What follows belongs to an exercise in optimizing a design on an open flow for small area and a short achievable clock period; a production flow would make more cautious choices.
At most, simulation tests tie the RTL to the original design; equivalence was not proved.
Power and IR drop assume default switching activity.

## jpeg_fb_writer
module jpeg_fb_writer #(
  parameter int unsigned       ADDR_W    = 32,
  parameter logic [ADDR_W-1:0] BASE_ADDR = 32'h0010_0000,
  parameter int unsigned       PIX_FMT   = 0
) (
  input  logic              clk,
  input  logic              reset,
  input  logic              in_valid_i,
  input  logic [15:0]       in_width_i,
  input  logic [15:0]       in_height_i,
  input  logic [15:0]       in_x_i,
  input  logic [15:0]       in_y_i,
  input  logic [7:0]        in_r_i,
  input  logic [7:0]        in_g_i,
  input  logic [7:0]        in_b_i,
  output logic              in_accept_o,
  output logic              wr_valid_o,
  output logic [ADDR_W-1:0] wr_addr_o,
  output logic [31:0]       wr_data_o,
  output logic [3:0]        wr_strb_o,
  input  logic              wr_ready_i,
  output logic              frame_done_o,
  output logic              busy_o,
  output logic [15:0]       crop_count_o,
  ...
==> flow/config.mk <==
export PLATFORM = sky130hd
export DESIGN_NAME = jpeg_fb_writer
export DESIGN_NICKNAME = jpeg_fb_writer
export VERILOG_FILES = /design/flow/design.v
export SDC_FILE = /design/flow/constraint.sdc
export NUM_CORES = 4
export LEC_CHECK = 0
export CAP_MARGIN = 20
export CORE_MARGIN = 2
export CORE_UTILIZATION = 40
export CTS_BUF_LIST = sky130_fd_sc_hd__clkbuf_4 sky130_fd_sc_hd__clkbuf_8
export CTS_CLUSTER_DIAMETER = 80
export CTS_CLUSTER_SIZE = 16
export SETUP_SLACK_MARGIN = 4.45
export SLEW_MARGIN = 20
export SYNTH_HIERARCHICAL = 1
==> flow/constraint.sdc <==
create_clock -name core_clock -period 9.0 [get_ports {clk}]
set_input_delay 1.8000 -clock core_clock [delete_from_list [all_inputs] [get_ports {clk}]]
set_output_delay 1.8000 -clock core_clock [all_outputs]
set_load 0.01 [all_outputs]
standard.sh (not shown) runs the stock make flow with config.mk's settings and CLKGATE_MAP_FILE= SYNTH_SCRIPT=/design/flow/synth_recipe.tcl, a recipe that flattens the netlist after the stock synthesis.
==> flow/flow/run.sh <==
#!/bin/bash
# Own layout flow: the standard flow, with plain buf_1 cells as the port buffers
# (instead of the delay-cell buffer the resizer picks by default). Every port still gets
# its own buffer. The full make output goes to std_flow.log in the work folder.
set -euo pipefail
export BUFFER_PORTS_ARGS="-buffer_cell sky130_fd_sc_hd__buf_1"
bash standard.sh finish > std_flow.log 2>&1
The first run completed with no timing, DRC or antenna violations.
Change:
Settings changed: SETUP_SLACK_MARGIN 4.45 to 4.6.
Result:
- The new run finished clean
- clock power drops by 4.1%
- setup slack improved by 0.10 ns
- global-route usage increases by 0.29 points
- via count increases by about 1.7%
- combinational power went up by about 3%
- synthesized area does not change
- count of clock-buffer cells in the layout falls by 2
- fmax rises by about 2.4%
Change:
Settings changed: SETUP_SLACK_MARGIN 4.6 to 4.9.
The changed run produced a clean layout.
First-iteration DRC count goes down by 11%.
Critical path depth stays the same.
Worst hold slack stays flat.
Setup slack gets better by 0.0072 ns.
Fmax hardly moves.
Power goes up by 3.3%.
Global-route usage goes down by 0.28 points.
Area after synthesis does not change.
Sequential power stays flat.
Routed wire length goes down by 0.46%.
No run of this note included a check of the RTL's function; only the layout flow was run.

jpeg_fb_writer, a different RTL version from the one above (not shown whole).
For scale: ~180 I/O pins, about 0.017 mm2 of cells after synthesis.
clock: 9.0 ns
lec_check: 0
cap_margin: 20
core_margin: 2
core_utilization: 40
cts_buf_list: sky130_fd_sc_hd__clkbuf_4 sky130_fd_sc_hd__clkbuf_8
cts_cluster_diameter: 80
cts_cluster_size: 16
setup_slack_margin: 4.8
slew_margin: 20
synth_hierarchical: 1
Scripts as last shown in full above: flow/flow/run.sh
Rerun with:
--- a/flow/config.mk
+++ b/flow/config.mk
@@ -10,7 +10,7 @@
 export CORE_UTILIZATION = 40
 export CTS_BUF_LIST = sky130_fd_sc_hd__clkbuf_4 sky130_fd_sc_hd__clkbuf_8
-export CTS_CLUSTER_DIAMETER = 80
-export CTS_CLUSTER_SIZE = 16
-export SETUP_SLACK_MARGIN = 4.8
+export CTS_CLUSTER_DIAMETER = 60
+export CTS_CLUSTER_SIZE = 12
+export SETUP_SLACK_MARGIN = 5.0
 export SLEW_MARGIN = 20
 export SYNTH_HIERARCHICAL = 1
Effect:
- The changed run went through all stages and came out clean
- area after synthesis stays the same
- final cell count hardly moves
- utilization went up by 0.87 points
- die area is unchanged
- power went up by a few percent
- hold slack is worse by 0.0032 ns
- routed wire length went up slightly
- register-to-register slack is better by 0.02 ns
- final area went up slightly
- combinational power went up by a few percent
Rerun with:
--- a/flow/config.mk
+++ b/flow/config.mk
@@ -10,6 +10,6 @@
 export CORE_UTILIZATION = 40
 export CTS_BUF_LIST = sky130_fd_sc_hd__clkbuf_4 sky130_fd_sc_hd__clkbuf_8
-export CTS_CLUSTER_DIAMETER = 60
-export CTS_CLUSTER_SIZE = 12
+export CTS_CLUSTER_DIAMETER = 80
+export CTS_CLUSTER_SIZE = 16
 export SETUP_SLACK_MARGIN = 5.0
 export SLEW_MARGIN = 20
What happened: Worst setup slack gets better by 0.078 ns. Cell count hardly moves. Clock power went down by about a fifth. Core utilization went down by 0.13 points.
Rerun with:
--- a/flow/config.mk
+++ b/flow/config.mk
@@ -12,4 +12,5 @@
 export CTS_CLUSTER_DIAMETER = 80
 export CTS_CLUSTER_SIZE = 16
+export PLACE_DENSITY = 0.7
 export SETUP_SLACK_MARGIN = 5.0
 export SLEW_MARGIN = 20
Clock-buffer cell count rose by 1; critical path depth grows by 5; design area goes up by 0.40%; via count is higher by 3.1%; wire length went up by 2.1%; setup slack loses 0.014 ns; global-route usage came out higher by 0.19 points; utilization grows by 0.19 points; first-iteration DRC count grows by 12%.

[separate check: timing with driven ports]
Ports are ideal in the flow. The routed layouts listed here were re-timed in OpenROAD.
Step 1 sets driving cells, clkbuf_16 on the clock port and buf_2 on the other inputs (assumed; they add their load-dependent delay and slew).
Step 2 also shifts input and output timing later by t, the mid clock arrival at the registers, as if the neighbouring blocks saw the same clock.
Slacks: ideal ports / drivers / drivers and shift; pairs: ideal ports / drivers.
run | t (ns) | setup slack, ns | hold slack, ns
the first run of note 1 | 0.655 | 4.585 / 4.536 / 4.046 | 0.454 / 0.454 / 0.454
the second run of note 1 | 0.614 | 4.689 / 4.637 / 4.244 | 0.457 / 0.457 / 0.457
the third run of note 1 | 0.639 | 4.697 / 4.649 / 4.571 | 0.457 / 0.457 / 0.457
the first run of note 2 | 0.617 | 4.872 / 4.872 / 4.383 | 0.459 / 0.459 / 0.459
the second run of note 2 | 0.634 | 4.894 / 4.894 / 4.488 | 0.455 / 0.455 / 0.455
the third run of note 2 | 0.609 | 4.972 / 4.926 / 4.539 | 0.458 / 0.458 / 0.458
the fourth run of note 2 | 0.614 | 4.957 / 4.957 / 4.547 | 0.456 / 0.456 / 0.456
After both steps every run listed still meets setup and hold. The setup slack of the first run of note 1, which loses most, moves by -0.049 ns with the drivers and by -0.539 ns with both steps.
